This design comes from an exercise in tuning for small area and a short achievable clock period on the open sky130 flow, not from production work.
At most, simulation tests tie the RTL to the original design; equivalence was not proved.
No driver is modelled on the clock port, so clock power and skew are understated where the tree is cut down; a real chip needs a root buffer or a tree.
Power is estimated from default activity; no workload was simulated.

==> flow/design.v <==
module sobel_filter #(
    parameter int IMG_WIDTH  = 128,
    parameter int IMG_HEIGHT = 128
) (
    input  logic       clk,
    input  logic       rst,
    input  logic [7:0] pixel_data,
    output logic [7:0] edge_pixel,
    output logic       edge_valid
);
    localparam int W    = IMG_WIDTH;
    localparam int FULL = 2 * IMG_WIDTH + 2;
    localparam int CW   = $clog2(FULL + 1);
    localparam int L    = 2 * W - 1;
    generate
        if (IMG_WIDTH < 8 || IMG_WIDTH > 1024 || IMG_HEIGHT < 1) begin : g_bad_param
            $error("sobel_filter: IMG_WIDTH must be 8..1024 and IMG_HEIGHT positive");
        end
    endgenerate
    logic [7:0] sr [L];
    always_ff @(posedge clk) begin
        sr[0] <= pixel_data;
        for (int k = 1; k < L; k++) sr[k] <= sr[k-1];
    end
    logic [7:0] m2_q, m0_q, t0_q, t1_q, t2_q;
    assign m2_q = sr[W - 4];
    assign m0_q = sr[W - 2];
    assign t2_q = sr[2*W - 4];
    assign t1_q = sr[2*W - 3];
    assign t0_q = sr[2*W - 2];
    logic signed [9:0] q1_a;    
    logic        [8:0] q1_b;    
    logic        [8:0] q1_c;    
    logic signed [9:0] q1_e;    
    always_ff @(posedge clk) begin
        q1_a <= $signed({2'b00, m0_q}) - $signed({2'b00, m2_q});
        q1_b <= {1'b0, t0_q} + {1'b0, t1_q};
        q1_c <= {1'b0, t1_q} + {1'b0, t2_q};
        q1_e <= $signed({2'b00, t0_q}) - $signed({2'b00, t2_q});
    end
    logic        [9:0]  q2_tsum;   
    logic signed [10:0] q2_y;      
    logic signed [10:0] q2_r;      
    logic signed [10:0] q2_qn;     
    always_ff @(posedge clk) begin
        q2_tsum <= {1'b0, q1_b} + {1'b0, q1_c};
        q2_y    <= 11'(q1_e) + (11'(q1_a) <<< 1);
        q2_r    <= $signed({2'b00, q1_c}) - 11'(q1_a);
        q2_qn   <= 11'(q1_a) + $signed({2'b00, q1_b});
    end
    logic [7:0] b0;
    assign b0 = sr[0];
    logic signed [10:0] p_x0;    
    logic signed [11:0] p_y;     
    logic signed [10:0] p_r;     
    logic signed [10:0] p_c1;    
    always_ff @(posedge clk) begin
        p_x0 <= $signed({1'b0, q2_tsum}) - $signed({3'b000, b0});
        p_y  <= 12'(q2_y) + $signed({4'b0000, b0});
        p_r  <= q2_r - $signed({3'b000, b0});
        if (q2_qn < -11'sd129)     p_c1 <= -11'sd1;
        else if (q2_qn > 11'sd639) p_c1 <= 11'sd767;
        else                       p_c1 <= q2_qn + 11'sd128;
    end
    logic [7:0] b1;
    assign b1 = sr[0];
    logic signed [10:0] t_khi;           
    logic signed [11:0] t_k1;            
    logic        [8:0]  t_k2;            
    logic signed [10:0] t_d;             
    logic        [6:0]  t_nd;            
    always_ff @(posedge clk) begin
        t_khi   <= p_c1 - $signed({3'b000, b1});
        t_k1    <= 12'(p_x0) - $signed({3'b000, b1, 1'b0});
        if (p_y < 12'sd0)        t_k2 <= 9'd0;
        else if (p_y > 12'sd256) t_k2 <= 9'd256;
        else                     t_k2 <= p_y[8:0];
        t_d     <= p_r - $signed({3'b000, b1});
        t_nd    <= b1[6:0] - p_r[6:0];
    end
    logic [6:0] i_sp, i_sn, t_vpos, t_vneg;
    always_ff @(posedge clk) begin
        i_sp   <= pixel_data[6:0] - q2_qn[6:0];           
        i_sn   <= 7'd1 + q2_qn[6:0] - pixel_data[6:0];    
        t_vpos <= pixel_data[6:0] + i_sp;                 
        t_vneg <= ~pixel_data[6:0] + i_sn;                
    end
    logic [CW-1:0] pix_cnt;
    logic          win_full;
    always_ff @(posedge clk or negedge rst) begin
        if (!rst) begin
            pix_cnt  <= '0;
            win_full <= 1'b0;
        end else begin
            if (pix_cnt != CW'(FULL)) begin
                pix_cnt <= pix_cnt + 1'b1;
            end
            win_full <= (pix_cnt == CW'(FULL));
        end
    end
    logic [7:0] p;
    assign p = sr[0];
    function automatic logic ge10(input logic [7:0] v, input logic signed [10:0] k);
        ge10 = k[10] || (k[9:8] == 2'b00 && v >= k[7:0]);
    endfunction
    function automatic logic ge11(input logic [7:0] v, input logic signed [11:0] k);
        ge11 = k[11] || (k[10:8] == 3'b000 && v >= k[7:0]);
    endfunction
    logic       sat, ge1, ge2, big, dflag;
    logic [6:0] m7, dl;
    always_comb begin
        dflag = (!t_d[10] && t_d[9:7] != 3'b000)
             || (t_d[10] && (t_d[9:7] != 3'b111 || t_d[6:0] == 7'd0));
        dl    = t_d[10] ? t_nd : t_d[6:0];                   
        sat  = dflag || ge10(p, t_khi) || (t_khi[10:9] == 2'b01)
            || (t_khi[10:8] == 3'b001 && t_khi[7:0] >= p);
        ge1  = ge11(p, t_k1);
        ge2  = ({1'b0, p} >= t_k2);
        big  = (ge1 == ge2);
        m7   = big ? (ge1 ? t_vpos : t_vneg) : dl;
    end
    always_ff @(posedge clk or negedge rst) begin
        if (!rst) begin
            edge_pixel <= '0;
            edge_valid <= 1'b0;
        end else begin
            edge_valid <= win_full;
            edge_pixel <= win_full ? (sat ? 8'hFF : {m7, 1'b0}) : 8'h00;
        end
    end
endmodule
==> flow/config.mk <==
export PLATFORM = sky130hd
export DESIGN_NAME = sobel_filter
export DESIGN_NICKNAME = sobel_filter
export VERILOG_FILES = /design/flow/design.v
export SDC_FILE = /design/flow/constraint.sdc
export NUM_CORES = 4
export LEC_CHECK = 0
export ABC_CLOCK_PERIOD_IN_PS = 2000
export CAP_MARGIN = 20
export CORE_MARGIN = 2
export CORE_UTILIZATION = 70
export SETUP_SLACK_MARGIN = 3.6
export SLEW_MARGIN = 20
==> flow/constraint.sdc <==
create_clock -name core_clock -period 5.8 [get_ports {clk}]
set_input_delay 1.1600 -clock core_clock [delete_from_list [all_inputs] [get_ports {clk}]]
set_output_delay 1.1600 -clock core_clock [all_outputs]
set_load 0.01 [all_outputs]
standard.sh (not shown) runs the stock make flow with config.mk's settings and CLKGATE_MAP_FILE= SYNTH_SCRIPT=/design/flow/synth_recipe.tcl, a recipe that flattens the netlist after the stock synthesis.
==> flow/flow/run.sh <==
#!/bin/bash
# The standard layout, with the clock tree built by flow/cts_hook.tcl.
set -euo pipefail
export PRE_CTS_TCL="$PWD/flow/cts_hook.tcl"
bash standard.sh finish > make_finish.log 2>&1
Other scripts of this flow, unchanged in this note and not shown: flow/flow/cts_hook.tcl, flow/flow/mytree.tcl
The starting point completed with no timing, DRC or antenna violations.
Rerun with:
--- a/flow/design.v
+++ b/flow/design.v
@@ -67,17 +67,15 @@
     logic signed [10:0] t_khi;           
     logic signed [11:0] t_k1;            
     logic        [8:0]  t_k2;            
     logic signed [10:0] t_d;             
-    logic        [6:0]  t_nd;            
     always_ff @(posedge clk) begin
         t_khi   <= p_c1 - $signed({3'b000, b1});
         t_k1    <= 12'(p_x0) - $signed({3'b000, b1, 1'b0});
         if (p_y < 12'sd0)        t_k2 <= 9'd0;
         else if (p_y > 12'sd256) t_k2 <= 9'd256;
         else                     t_k2 <= p_y[8:0];
         t_d     <= p_r - $signed({3'b000, b1});
-        t_nd    <= b1[6:0] - p_r[6:0];
     end
     logic [6:0] i_sp, i_sn, t_vpos, t_vneg;
     always_ff @(posedge clk) begin
         i_sp   <= pixel_data[6:0] - q2_qn[6:0];           
@@ -108,11 +106,10 @@
     endfunction
     logic       sat, ge1, ge2, big, dflag;
     logic [6:0] m7, dl;
     always_comb begin
-        dflag = (!t_d[10] && t_d[9:7] != 3'b000)
-             || (t_d[10] && (t_d[9:7] != 3'b111 || t_d[6:0] == 7'd0));
-        dl    = t_d[10] ? t_nd : t_d[6:0];                   
+        dflag = (t_d >= 11'sd128) || (t_d <= -11'sd128);    
+        dl    = t_d[10] ? 7'(-t_d) : t_d[6:0];               
         sat  = dflag || ge10(p, t_khi) || (t_khi[10:9] == 2'b01)
             || (t_khi[10:8] == 3'b001 && t_khi[7:0] >= p);
         ge1  = ge11(p, t_k1);
         ge2  = ({1'b0, p} >= t_k2);
What happened: Setup slack improved by 0.025 ns; via count falls by 7.6%; wire length falls by 15%; worst hold slack improved by 0.015 ns; flip-flop and latch count falls by 6.
Function not checked in the first run of this note: the RTL went through the layout flow alone. No run of this note takes its clock network from TritonCTS; it comes from the design's own scripts or RTL.

---

Another version of the RTL of sobel_filter (not shown whole).
For scale: roughly 3400 cells after synthesis, ~2300 flip-flops, about 19 I/O pins, roughly 53000 µm² of cells after synthesis.
==> module sobel_filter, before the edit <==
module sobel_filter #(
    parameter int IMG_WIDTH  = 128,
    parameter int IMG_HEIGHT = 128
) (
    input  logic       clk,
    input  logic       rst,
    input  logic [7:0] pixel_data,
    output logic [7:0] edge_pixel,
    output logic       edge_valid
);
    localparam int W    = IMG_WIDTH;
    localparam int FULL = 2 * IMG_WIDTH + 2;
    localparam int CW   = $clog2(FULL + 1);
    localparam int L    = 2 * W - 1;
    generate
        if (IMG_WIDTH < 8 || IMG_WIDTH > 1024 || IMG_HEIGHT < 1) begin : g_bad_param
            $error("sobel_filter: IMG_WIDTH must be 8..1024 and IMG_HEIGHT positive");
        end
    endgenerate
    logic [7:0] sr [L];
    always_ff @(posedge clk) begin
        sr[0] <= pixel_data;
        for (int k = 1; k < L; k++) sr[k] <= sr[k-1];
    end
    logic [7:0] m2_q, m0_q, t0_q, t1_q, t2_q;   
    assign m2_q = sr[W - 4];
    assign m0_q = sr[W - 2];
    assign t2_q = sr[2*W - 4];
    assign t1_q = sr[2*W - 3];
    assign t0_q = sr[2*W - 2];
    logic signed [9:0] q1_a;    
    logic        [8:0] q1_b;    
    logic        [8:0] q1_c;    
    logic signed [9:0] q1_e;    
    always_ff @(posedge clk) begin
        q1_a <= $signed({2'b00, m0_q}) - $signed({2'b00, m2_q});
        q1_b <= q1_c;    
        q1_c <= {1'b0, t1_q} + {1'b0, t2_q};
        q1_e <= $signed({2'b00, t0_q}) - $signed({2'b00, t2_q});
    end
    logic        [9:0]  q2_tsum;   
    logic signed [10:0] q2_y;      
    logic signed [10:0] q2_r;      
    logic signed [10:0] q2_qn;     
    always_ff @(posedge clk) begin
        q2_tsum <= {1'b0, q1_b} + {1'b0, q1_c};
        q2_y    <= 11'(q1_e) + (11'(q1_a) <<< 1);
        q2_r    <= $signed({2'b00, q1_c}) - 11'(q1_a);
        q2_qn   <= 11'(q1_a) + $signed({2'b00, q1_b});
    end
    logic [7:0] b0;
    assign b0 = sr[0];
    logic signed [10:0] p_x0;    
    logic signed [11:0] p_y;     
    logic signed [10:0] p_r;     
    logic signed [10:0] p_c1;    
    always_ff @(posedge clk) begin
        p_x0 <= $signed({1'b0, q2_tsum}) - $signed({3'b000, b0});
        p_y  <= 12'(q2_y) + $signed({4'b0000, b0});
        p_r  <= q2_r - $signed({3'b000, b0});
        if (q2_qn < -11'sd129)     p_c1 <= -11'sd1;
        else if (q2_qn > 11'sd639) p_c1 <= 11'sd767;
        else                       p_c1 <= q2_qn + 11'sd128;
    end
    logic [7:0] b1;
    assign b1 = sr[0];
    logic signed [10:0] t_khi;           
    logic signed [11:0] t_k1;            
    logic        [8:0]  t_k2;            
    logic signed [10:0] t_d;             
    logic        [6:0]  t_nd;            
    always_ff @(posedge clk) begin
        t_khi   <= p_c1 - $signed({3'b000, b1});
        t_k1    <= 12'(p_x0) - $signed({3'b000, b1, 1'b0});
        if (p_y < 12'sd0)        t_k2 <= 9'd0;
        else if (p_y > 12'sd256) t_k2 <= 9'd256;
        else                     t_k2 <= p_y[8:0];
        t_d     <= p_r - $signed({3'b000, b1});
        t_nd    <= b1[6:0] - p_r[6:0];
    end
    logic [6:0] i_sp, i_sn, t_vpos, t_vneg;
    always_ff @(posedge clk) begin
        i_sp   <= pixel_data[6:0] - q2_qn[6:0];           
        i_sn   <= 7'd1 + q2_qn[6:0] - pixel_data[6:0];    
        t_vpos <= pixel_data[6:0] + i_sp;                 
        t_vneg <= ~pixel_data[6:0] + i_sn;                
    end
    logic [CW-1:0] pix_cnt;
    logic          win_full;
    always_ff @(posedge clk or negedge rst) begin
        if (!rst) begin
            pix_cnt  <= '0;
            win_full <= 1'b0;
        end else begin
            if (pix_cnt != CW'(FULL)) begin
                pix_cnt <= pix_cnt + 1'b1;
            end
            win_full <= (pix_cnt == CW'(FULL));
        end
    end
    logic [7:0] p;
    assign p = sr[0];
    function automatic logic ge10(input logic [7:0] v, input logic signed [10:0] k);
        ge10 = k[10] || (k[9:8] == 2'b00 && v >= k[7:0]);
    endfunction
    function automatic logic ge11(input logic [7:0] v, input logic signed [11:0] k);
        ge11 = k[11] || (k[10:8] == 3'b000 && v >= k[7:0]);
    endfunction
    logic       sat, ge1, ge2, big, dflag;
    logic [6:0] m7, dl;
    always_comb begin
        dflag = (!t_d[10] && t_d[9:7] != 3'b000)
             || (t_d[10] && (t_d[9:7] != 3'b111 || t_d[6:0] == 7'd0));
        dl    = t_d[10] ? t_nd : t_d[6:0];                   
        sat  = dflag || ge10(p, t_khi) || (t_khi[10:9] == 2'b01)
            || (t_khi[10:8] == 3'b001 && t_khi[7:0] >= p);
        ge1  = ge11(p, t_k1);
        ge2  = ({1'b0, p} >= t_k2);
        big  = (ge1 == ge2);
        m7   = big ? (ge1 ? t_vpos : t_vneg) : dl;
    end
    always_ff @(posedge clk or negedge rst) begin
        if (!rst) begin
            edge_pixel <= '0;
            edge_valid <= 1'b0;
        end else begin
            edge_valid <= win_full;
            edge_pixel <= win_full ? (sat ? 8'hFF : {m7, 1'b0}) : 8'h00;
        end
    end
endmodule
export LEC_CHECK = 0
export ABC_AREA = 1
export ABC_CLOCK_PERIOD_IN_PS = 2000
export CAP_MARGIN = 20
export CORE_MARGIN = 2
export CORE_UTILIZATION = 70
export SETUP_SLACK_MARGIN = 3.6
export SLEW_MARGIN = 20
create_clock -name core_clock -period 5.8 [get_ports {clk}]
==> flow/flow/run.sh <==
#!/bin/bash
# The standard layout, with the clock tree built by flow/cts_hook.tcl and
# regrouped after global placement repairs by flow/grt_hook.tcl.
set -euo pipefail
export PRE_CTS_TCL="$PWD/flow/cts_hook.tcl"
export POST_GLOBAL_ROUTE_TCL="$PWD/flow/grt_hook.tcl"
bash standard.sh finish > make_finish.log 2>&1
Other scripts of this flow, unchanged in this note and not shown: flow/flow/cts_hook.tcl, flow/flow/grt_hook.tcl, flow/flow/mytree.tcl
Then changed:
--- a/flow/design.v
+++ b/flow/design.v
@@ -31,12 +31,14 @@
     logic signed [9:0] q1_a;    
     logic        [8:0] q1_b;    
     logic        [8:0] q1_c;    
-    logic signed [9:0] q1_e;    
+    logic        [9:0] q1_g;    
+    logic        [9:0] q1_h;    
     always_ff @(posedge clk) begin
         q1_a <= $signed({2'b00, m0_q}) - $signed({2'b00, m2_q});
         q1_b <= q1_c;    
         q1_c <= {1'b0, t1_q} + {1'b0, t2_q};
-        q1_e <= $signed({2'b00, t0_q}) - $signed({2'b00, t2_q});
+        q1_g <= {2'b00, t0_q} + {1'b0, m0_q, 1'b0};
+        q1_h <= {2'b00, t2_q} + {1'b0, m2_q, 1'b0};
     end
     logic        [9:0]  q2_tsum;   
     logic signed [10:0] q2_y;      
@@ -44,7 +46,7 @@
     logic signed [10:0] q2_qn;     
     always_ff @(posedge clk) begin
         q2_tsum <= {1'b0, q1_b} + {1'b0, q1_c};
-        q2_y    <= 11'(q1_e) + (11'(q1_a) <<< 1);
+        q2_y    <= $signed({1'b0, q1_g}) - $signed({1'b0, q1_h});
         q2_r    <= $signed({2'b00, q1_c}) - 11'(q1_a);
         q2_qn   <= 11'(q1_a) + $signed({2'b00, q1_b});
     end
After rerunning: Area after synthesis rises by about 1.3%. Routed wire length rose by 20%. Via count rises by 6.3%. Cell count increases by about 1.8%. Clock power goes up by about 2%. Die area is higher by 1.3%. First-iteration DRC count rose by about 19%. Critical path depth came out higher by 9. Sequential power stays flat. Power is higher by about 1.9%. Cell area goes up by about 1.7%.
For the second run of this note, only the layout was checked, not whether the RTL still works. No run of this note takes its clock network from TritonCTS; it comes from the design's own scripts or RTL.

==> port drivers added, routing unchanged <==
The results above use ideal ports. As a check the final layouts listed here were re-extracted and re-timed, cells and wires unchanged. Step 1 assumes that a clkbuf_16 drives the clock port and a buf_2 every other input. Step 2, shift: input delay + t, output delay - t, t = (earliest + latest rising clock arrival at the registers) / 2. This alone moves slack from input paths to output paths. a / b / c = ideal / step 1 / step 2; a / b = the first two.
run | shift t [ns] | setup WS [ns] | slew at the worst register clock pin (ns) | worst slew at a driven data input, ns
the first run of note 1 | 0.694 | 3.425 / 3.368 / 3.093 | 0.12 / 0.12 | 0.06
the second run of note 1 | 0.698 | 3.450 / 3.427 / 3.062 | 0.11 / 0.11 | 0.06
the first run of note 2 | 0.691 | 3.539 / 3.408 / 2.998 | 0.11 / 0.11 | 0.09
the second run of note 2 | 0.715 | 3.406 / 3.308 / 3.072 | 0.12 / 0.12 | 0.05
After both steps every run listed still meets setup and hold. For the first run of note 2, which loses most, drivers alone change the setup slack by -0.131 ns; drivers and shift together by -0.541 ns.
